This design comes from an exercise in tuning for small area and a short achievable clock period on the open sky130 flow, not from production work. In this exercise RTL edits were held to simulation tests only and were not proved equivalent to the original. Power figures rest on the tool's default switching activity, not on a simulated workload.

==> try-maple <==
==> flow/design.v <==
module data_mem_inv (
    input  logic a,
    output logic y
);
    assign y = ~a;
endmodule
module data_mem_nor2 (
    input  logic a,
    input  logic b,
    output logic y
);
    assign y = ~(a | b);
endmodule
module data_mem_wen (
    input  logic sel,
    input  logic all,
    input  logic lane,
    output logic en_n
);
    assign en_n = ~((sel | all) & lane);
endmodule
module data_mem_wgate (
    input  logic d,
    input  logic clr,
    output logic w_n
);
    assign w_n = ~(d & ~clr);
endmodule
module data_mem_nor3 (
    input  logic [2:0] a,
    output logic       y
);
    assign y = ~|a;
endmodule
module data_mem_rfin (
    input  logic z0,
    input  logic z1,
    input  logic ld_n,
    input  logic hq_na,
    input  logic hq_nb,
    output logic y
);
    assign y = ~((z0 & z1 & hq_na) | (ld_n & hq_nb));
endmodule
module data_mem_nand3 (
    input  logic [2:0] a,
    output logic       y
);
    assign y = ~&a;
endmodule
module data_mem_nand4 (
    input  logic [3:0] a,
    output logic       y
);
    assign y = ~&a;
endmodule
module data_mem_slice3 (
    input  logic [2:0] en_na,
    input  logic [2:0] en_nb,
    input  logic       w_n,
    input  logic [2:0] q,
    input  logic [2:0] sel,
    output logic [2:0] y,
    output logic       r_n
);
    assign y   = (en_na & q) | (~en_nb & {3{~w_n}});
    assign r_n = ~(|(sel & q));
endmodule
module data_mem_slice4 (
    input  logic [3:0] en_na,
    input  logic [3:0] en_nb,
    input  logic       w_n,
    input  logic [3:0] q,
    input  logic [3:0] sel,
    output logic [3:0] y,
    output logic       r3_n,
    output logic       r1_n
);
    assign y    = (en_na & q) | (~en_nb & {4{~w_n}});
    assign r3_n = ~(|(sel[2:0] & q[2:0]));
    assign r1_n = ~(sel[3] & q[3]);
endmodule
module data_mem_ctrl #(
    parameter int DATA_W = 32,
    parameter int DEPTH  = 64
) (
    input  logic                clk,
    input  logic                rst_n,
    input  logic                req,
    input  logic                we,
    input  logic [31:0]         addr,
    input  logic [DATA_W-1:0]   wdata,
    input  logic [DATA_W/8-1:0] be,
    output logic                ready,
    output logic                rvalid,
    output logic [DATA_W-1:0]   rdata,
    output logic                err
);
    localparam int BW    = DATA_W / 8;
    localparam int AW    = $clog2(DEPTH);
    localparam int NG    = 20;               
    logic [AW:0]         cnt_q;
    logic                clearing;
    logic                ready_q;
    localparam int NCLR = 2 * BW;
    logic [NCLR-1:0]     clr_q;
    always_ff @(posedge clk or negedge rst_n) begin
        if (!rst_n) begin
            cnt_q   <= '0;
            ready_q <= 1'b0;
            clr_q   <= '1;
        end else begin
            if (!cnt_q[AW]) begin
                cnt_q <= cnt_q + 1'b1;
            end
            ready_q <= ready_q | (&cnt_q[AW-1:0]);
            for (int k = 0; k < NCLR; k++) begin
                clr_q[k] <= clr_q[k] & ~(&cnt_q[AW-1:0]);
            end
        end
    end
    assign ready    = ready_q;
    assign clearing = ~cnt_q[AW];
    logic                acc;
    logic                oor;
    assign acc = req & cnt_q[AW];
    assign oor = |addr[31:AW+2];
    logic [7:0]          plo_n;
    logic [7:0]          phi_n;
    logic [DEPTH-1:0]    dec [BW];
    logic [5:0]          a_n;
    for (genvar i = 0; i < 6; i++) begin : g_ainv
        data_mem_inv u_i (.a(addr[2+i]), .y(a_n[i]));
    end
    for (genvar v = 0; v < 8; v++) begin : g_pdec
        data_mem_nand3 u_lo (
            .a({v[2] ? addr[4] : a_n[2], v[1] ? addr[3] : a_n[1], v[0] ? addr[2] : a_n[0]}),
            .y(plo_n[v])
        );
        data_mem_nand3 u_hi (
            .a({v[2] ? addr[7] : a_n[5], v[1] ? addr[6] : a_n[4], v[0] ? addr[5] : a_n[3]}),
            .y(phi_n[v])
        );
    end
    for (genvar r = 0; r < DEPTH; r++) begin : g_dec
        for (genvar l = 0; l < BW; l++) begin : g_lane
            data_mem_nor2 u_n (.a(plo_n[r%8]), .b(phi_n[r/8]), .y(dec[l][r]));
        end
    end
    logic [BW-1:0]       lane_en;
    logic [BW-1:0]       en_n [DEPTH];
    assign lane_en = ({BW{acc & we & ~oor}} & be) | {BW{clearing}};
    logic [DATA_W-1:0]   wcol_n [2];
    for (genvar b = 0; b < DATA_W; b++) begin : g_wcol
        for (genvar h = 0; h < 2; h++) begin : g_half
            data_mem_wgate u_g (.d(wdata[b]), .clr(clr_q[2*(b/8) + h]), .w_n(wcol_n[h][b]));
        end
    end
    for (genvar r = 0; r < DEPTH; r++) begin : g_en
        for (genvar l = 0; l < BW; l++) begin : g_lane
            data_mem_wen u_n (
                .sel (dec[l][r]),
                .all (clr_q[2*l + r/(DEPTH/2)]),
                .lane(lane_en[l]),
                .en_n(en_n[r][l])
            );
        end
    end
    logic [DATA_W-1:0]   mem_q [DEPTH];
    logic [DATA_W-1:0]   mem_d [DEPTH];
    logic                rd_acc;
    logic                ld_n;
    logic [DATA_W-1:0]   hq_n;
    logic                rvalid_q;
    logic [DATA_W-1:0]   rdata_q;
    logic [DATA_W-1:0]   rdata_d;
    logic                err_q;
    assign rd_acc = acc & ~we;
    assign ld_n   = ~(rd_acc & ~oor);
    assign hq_n   = ~(rdata_q & {DATA_W{~rd_acc}});
    for (genvar b = 0; b < DATA_W; b++) begin : g_bit
        localparam int L = b / 8;
        logic [NG+1:0] g_n;
        logic [5:0]    x;
        logic [1:0]    z;
        for (genvar g = 0; g < NG; g++) begin : g_grp
            logic [2:0] en3_n;
            logic [2:0] q3;
            logic [2:0] y3;
            assign en3_n = {en_n[3*g+2][L], en_n[3*g+1][L], en_n[3*g][L]};
            assign q3    = {mem_q[3*g+2][b], mem_q[3*g+1][b], mem_q[3*g][b]};
            data_mem_slice3 u_s (
                .en_na(en3_n),
                .en_nb(en3_n),
                .w_n  (wcol_n[g >= NG/2][b]),
                .q    (q3),
                .sel  (dec[L][3*g +: 3]),
                .y    (y3),
                .r_n  (g_n[g])
            );
            assign mem_d[3*g][b]   = y3[0];
            assign mem_d[3*g+1][b] = y3[1];
            assign mem_d[3*g+2][b] = y3[2];
        end
        begin : g_last
            logic [3:0] en4_n;
            logic [3:0] q4;
            logic [3:0] y4;
            assign en4_n = {en_n[3*NG+3][L], en_n[3*NG+2][L], en_n[3*NG+1][L], en_n[3*NG][L]};
            assign q4    = {mem_q[3*NG+3][b], mem_q[3*NG+2][b], mem_q[3*NG+1][b], mem_q[3*NG][b]};
            data_mem_slice4 u_s (
                .en_na(en4_n),
                .en_nb(en4_n),
                .w_n  (wcol_n[1][b]),
                .q    (q4),
                .sel  (dec[L][3*NG +: 4]),
                .y    (y4),
                .r3_n (g_n[NG]),
                .r1_n (g_n[NG+1])
            );
            assign mem_d[3*NG][b]   = y4[0];
            assign mem_d[3*NG+1][b] = y4[1];
            assign mem_d[3*NG+2][b] = y4[2];
            assign mem_d[3*NG+3][b] = y4[3];
        end
        data_mem_nand4 u_x0 (.a(g_n[3:0]),   .y(x[0]));
        data_mem_nand4 u_x1 (.a(g_n[7:4]),   .y(x[1]));
        data_mem_nand4 u_x2 (.a(g_n[11:8]),  .y(x[2]));
        data_mem_nand4 u_x3 (.a(g_n[15:12]), .y(x[3]));
        data_mem_nand3 u_x4 (.a(g_n[18:16]), .y(x[4]));
        data_mem_nand3 u_x5 (.a(g_n[21:19]), .y(x[5]));
        data_mem_nor3  u_z0 (.a(x[2:0]), .y(z[0]));
        data_mem_nor3  u_z1 (.a(x[5:3]), .y(z[1]));
        data_mem_rfin  u_f (
            .z0   (z[0]),
            .z1   (z[1]),
            .ld_n (ld_n),
            .hq_na(hq_n[b]),
            .hq_nb(hq_n[b]),
            .y    (rdata_d[b])
        );
    end
    always_ff @(posedge clk) begin
        for (int r = 0; r < DEPTH; r++) begin
            mem_q[r] <= mem_d[r];
        end
    end
    always_ff @(posedge clk or negedge rst_n) begin
        if (!rst_n) begin
            rvalid_q <= 1'b0;
            rdata_q  <= '0;
            err_q    <= 1'b0;
        end else begin
            rvalid_q <= rd_acc;
            err_q    <= acc & oor;
            rdata_q  <= rdata_d;
        end
    end
    assign rvalid = rvalid_q;
    assign rdata  = rdata_q;
    assign err    = err_q;
endmodule
==> flow/flow/run.sh <==
#!/bin/bash
# The standard layout, with the port buffers made of plain buffers (instead of the delay
# cells buffer_ports picks by default) and timing repair free to resize across footprints.
set -euo pipefail
bash standard.sh \
  BUFFER_PORTS_ARGS="-buffer_cell sky130_fd_sc_hd__buf_2" \
  MATCH_CELL_FOOTPRINT=0 \
  finish > standard_flow.log 2>&1
==> flow/standard.sh <==
#!/bin/bash
# synth_recipe.tcl (not shown) runs the flow's synth.tcl, then flattens the netlist and writes it again
# the make line also repeats each setting of config.mk as NAME=value (left out here)
make -C /OpenROAD-flow-scripts/flow DESIGN_CONFIG=/design/flow/config.mk WORK_HOME=/design/flow/orfs CLKGATE_MAP_FILE= SYNTH_SCRIPT=/design/flow/synth_recipe.tcl "${@:-finish}"
==> flow/config.mk <==
export PLATFORM = sky130hd
export DESIGN_NAME = data_mem_ctrl
export DESIGN_NICKNAME = data_mem_ctrl
export VERILOG_FILES = /design/flow/design.v
export SDC_FILE = /design/flow/constraint.sdc
export NUM_CORES = 4
export LEC_CHECK = 0
export CAP_MARGIN = 20
export CORE_MARGIN = 2
export CORE_UTILIZATION = 65
export CTS_CLUSTER_DIAMETER = 90
export CTS_CLUSTER_SIZE = 30
export SETUP_SLACK_MARGIN = 1.15
export SLEW_MARGIN = 20
export SYNTH_HIERARCHICAL = 1
export SYNTH_MINIMUM_KEEP_SIZE = 0
export TNS_END_PERCENT = 5
==> flow/constraint.sdc <==
create_clock -name core_clock -period 3.5 [get_ports {clk}]
set_input_delay 0.7000 -clock core_clock [delete_from_list [all_inputs] [get_ports {clk}]]
set_output_delay 0.7000 -clock core_clock [all_outputs]
set_load 0.01 [all_outputs]
==> inputs of try-juniper, as changes to try-maple <==
--- a/flow/design.v
+++ b/flow/design.v
@@ -18,29 +18,6 @@
     output logic en_n
 );
     assign en_n = ~((sel | all) & lane);
-endmodule
-module data_mem_wgate (
-    input  logic d,
-    input  logic clr,
-    output logic w_n
-);
-    assign w_n = ~(d & ~clr);
-endmodule
-module data_mem_nor3 (
-    input  logic [2:0] a,
-    output logic       y
-);
-    assign y = ~|a;
-endmodule
-module data_mem_rfin (
-    input  logic z0,
-    input  logic z1,
-    input  logic ld_n,
-    input  logic hq_na,
-    input  logic hq_nb,
-    output logic y
-);
-    assign y = ~((z0 & z1 & hq_na) | (ld_n & hq_nb));
 endmodule
 module data_mem_nand3 (
     input  logic [2:0] a,
@@ -102,21 +79,15 @@
     logic [AW:0]         cnt_q;
     logic                clearing;
     logic                ready_q;
-    localparam int NCLR = 2 * BW;
-    logic [NCLR-1:0]     clr_q;
     always_ff @(posedge clk or negedge rst_n) begin
         if (!rst_n) begin
             cnt_q   <= '0;
             ready_q <= 1'b0;
-            clr_q   <= '1;
         end else begin
             if (!cnt_q[AW]) begin
                 cnt_q <= cnt_q + 1'b1;
             end
             ready_q <= ready_q | (&cnt_q[AW-1:0]);
-            for (int k = 0; k < NCLR; k++) begin
-                clr_q[k] <= clr_q[k] & ~(&cnt_q[AW-1:0]);
-            end
         end
     end
     assign ready    = ready_q;
@@ -127,7 +98,7 @@
     assign oor = |addr[31:AW+2];
     logic [7:0]          plo_n;
     logic [7:0]          phi_n;
-    logic [DEPTH-1:0]    dec [BW];
+    logic [DEPTH-1:0]    dec;
     logic [5:0]          a_n;
     for (genvar i = 0; i < 6; i++) begin : g_ainv
         data_mem_inv u_i (.a(addr[2+i]), .y(a_n[i]));
@@ -143,46 +114,26 @@
         );
     end
     for (genvar r = 0; r < DEPTH; r++) begin : g_dec
-        for (genvar l = 0; l < BW; l++) begin : g_lane
-            data_mem_nor2 u_n (.a(plo_n[r%8]), .b(phi_n[r/8]), .y(dec[l][r]));
-        end
+        data_mem_nor2 u_n (.a(plo_n[r%8]), .b(phi_n[r/8]), .y(dec[r]));
     end
     logic [BW-1:0]       lane_en;
+    logic [DATA_W-1:0]   wcol_n;
     logic [BW-1:0]       en_n [DEPTH];
     assign lane_en = ({BW{acc & we & ~oor}} & be) | {BW{clearing}};
-    logic [DATA_W-1:0]   wcol_n [2];
-    for (genvar b = 0; b < DATA_W; b++) begin : g_wcol
-        for (genvar h = 0; h < 2; h++) begin : g_half
-            data_mem_wgate u_g (.d(wdata[b]), .clr(clr_q[2*(b/8) + h]), .w_n(wcol_n[h][b]));
-        end
-    end
+    assign wcol_n  = ~(wdata & {DATA_W{cnt_q[AW]}});
     for (genvar r = 0; r < DEPTH; r++) begin : g_en
         for (genvar l = 0; l < BW; l++) begin : g_lane
-            data_mem_wen u_n (
-                .sel (dec[l][r]),
-                .all (clr_q[2*l + r/(DEPTH/2)]),
-                .lane(lane_en[l]),
-                .en_n(en_n[r][l])
-            );
+            data_mem_wen u_n (.sel(dec[r]), .all(clearing), .lane(lane_en[l]), .en_n(en_n[r][l]));
         end
     end
     logic [DATA_W-1:0]   mem_q [DEPTH];
     logic [DATA_W-1:0]   mem_d [DEPTH];
-    logic                rd_acc;
-    logic                ld_n;
-    logic [DATA_W-1:0]   hq_n;
-    logic                rvalid_q;
-    logic [DATA_W-1:0]   rdata_q;
-    logic [DATA_W-1:0]   rdata_d;
-    logic                err_q;
-    assign rd_acc = acc & ~we;
-    assign ld_n   = ~(rd_acc & ~oor);
-    assign hq_n   = ~(rdata_q & {DATA_W{~rd_acc}});
+    logic [DATA_W-1:0]   rword;
     for (genvar b = 0; b < DATA_W; b++) begin : g_bit
         localparam int L = b / 8;
         logic [NG+1:0] g_n;
         logic [5:0]    x;
-        logic [1:0]    z;
+        logic [2:0]    z;
         for (genvar g = 0; g < NG; g++) begin : g_grp
             logic [2:0] en3_n;
             logic [2:0] q3;
@@ -192,9 +143,9 @@
             data_mem_slice3 u_s (
                 .en_na(en3_n),
                 .en_nb(en3_n),
-                .w_n  (wcol_n[g >= NG/2][b]),
+                .w_n  (wcol_n[b]),
                 .q    (q3),
-                .sel  (dec[L][3*g +: 3]),
+                .sel  (dec[3*g +: 3]),
                 .y    (y3),
                 .r_n  (g_n[g])
             );
@@ -211,9 +162,9 @@
             data_mem_slice4 u_s (
                 .en_na(en4_n),
                 .en_nb(en4_n),
-                .w_n  (wcol_n[1][b]),
+                .w_n  (wcol_n[b]),
                 .q    (q4),
-                .sel  (dec[L][3*NG +: 4]),
+                .sel  (dec[3*NG +: 4]),
                 .y    (y4),
                 .r3_n (g_n[NG]),
                 .r1_n (g_n[NG+1])
@@ -229,22 +180,21 @@
         data_mem_nand4 u_x3 (.a(g_n[15:12]), .y(x[3]));
         data_mem_nand3 u_x4 (.a(g_n[18:16]), .y(x[4]));
         data_mem_nand3 u_x5 (.a(g_n[21:19]), .y(x[5]));
-        data_mem_nor3  u_z0 (.a(x[2:0]), .y(z[0]));
-        data_mem_nor3  u_z1 (.a(x[5:3]), .y(z[1]));
-        data_mem_rfin  u_f (
-            .z0   (z[0]),
-            .z1   (z[1]),
-            .ld_n (ld_n),
-            .hq_na(hq_n[b]),
-            .hq_nb(hq_n[b]),
-            .y    (rdata_d[b])
-        );
+        data_mem_nor2  u_z0 (.a(x[0]), .b(x[1]), .y(z[0]));
+        data_mem_nor2  u_z1 (.a(x[2]), .b(x[3]), .y(z[1]));
+        data_mem_nor2  u_z2 (.a(x[4]), .b(x[5]), .y(z[2]));
+        data_mem_nand3 u_r  (.a(z), .y(rword[b]));
     end
     always_ff @(posedge clk) begin
         for (int r = 0; r < DEPTH; r++) begin
             mem_q[r] <= mem_d[r];
         end
     end
+    logic                rd_acc;
+    logic                rvalid_q;
+    logic [DATA_W-1:0]   rdata_q;
+    logic                err_q;
+    assign rd_acc = acc & ~we;
     always_ff @(posedge clk or negedge rst_n) begin
         if (!rst_n) begin
             rvalid_q <= 1'b0;
@@ -253,7 +203,9 @@
         end else begin
             rvalid_q <= rd_acc;
             err_q    <= acc & oor;
-            rdata_q  <= rdata_d;
+            if (rd_acc) begin
+                rdata_q <= rword & {DATA_W{~oor}};
+            end
         end
     end
     assign rvalid = rvalid_q;
==> flow/flow/run.sh (replaced) <==
#!/bin/bash
# The standard layout, with the port buffers made of plain buffers (instead of the delay
# cells buffer_ports picks by default) and timing repair free to resize across footprints.
set -euo pipefail
bash standard.sh \
  BUFFER_PORTS_ARGS="-buffer_cell sky130_fd_sc_hd__buf_4" \
  MATCH_CELL_FOOTPRINT=0 \
  finish > standard_flow.log 2>&1
==> flow/config.mk (replaced) <==
export PLATFORM = sky130hd
export DESIGN_NAME = data_mem_ctrl
export DESIGN_NICKNAME = data_mem_ctrl
export VERILOG_FILES = /design/flow/design.v
export SDC_FILE = /design/flow/constraint.sdc
export NUM_CORES = 4
export LEC_CHECK = 0
export CAP_MARGIN = 20
export CORE_MARGIN = 2
export CORE_UTILIZATION = 55
export CTS_CLUSTER_DIAMETER = 80
export CTS_CLUSTER_SIZE = 24
export SETUP_SLACK_MARGIN = 1.2
export SLEW_MARGIN = 20
export SYNTH_HIERARCHICAL = 1
export SYNTH_MINIMUM_KEEP_SIZE = 0
export TNS_END_PERCENT = 10
==> qor summary <==
Result of the run: try-juniper finished clean; try-maple finished clean
Area share of fa/ha/maj cells after synthesis: try-juniper 0.0001756; try-maple 0.0001730
Final design instance area without fill: try-juniper 85,170 um2; try-maple 80,400 um2
Number of DRC markers in iteration 0: try-juniper 8,853; try-maple 8,808
Final weighted congestion in routability-driven placement: try-juniper 0.8303; try-maple 0.8865
Cell internal power dissipation: try-juniper 29.63 mW; try-maple 36.16 mW
Leakage power: try-juniper 29.08 nW; try-maple 27.67 nW
Worst min-delay path class: try-juniper in -> reg; try-maple in -> async
Critical register-to-register path startpoint: try-juniper cnt_q[6]; try-maple clr_q[3]
Clock Latency Late Sink: try-juniper 0.76 ns; try-maple 0.72 ns
Fin crit share: try-juniper 0.7688; try-maple 0.7443
Number of cells on the critical path: try-juniper 13; try-maple 9
Layout clock area frac: try-juniper 0.03447; try-maple 0.02731

-- static timing again, ports no longer ideal --
No port has a modelled driver above. Below, the same layouts with a new extraction and two added sets of constraints.
Step 1 sets driving cells, clkbuf_16 on the clock port and buf_2 on the other inputs (assumed; they add their load-dependent delay and slew).
Step 2 moves the port delays by t, midway between the first and last clock arrival at a register: inputs arrive t later, outputs are due t later. That takes back most of the time a late clock gives input paths.
Slacks: ideal / step 1 / step 2; pairs: ideal / step 1.
run	shift t [ns]	setup WS [ns]	worst setup path after step 2	worst data-port slew with drivers (ns)
try-maple	0.786	0.895 / 0.945 / 0.159	input to register	0.32
try-juniper	0.832	0.809 / 0.764 / -0.068	input to register	0.17
Met with ideal ports but missed after step 2: setup timing in try-juniper. For try-juniper, which loses most, drivers alone change the setup slack by -0.045 ns; drivers and shift together by -0.877 ns.
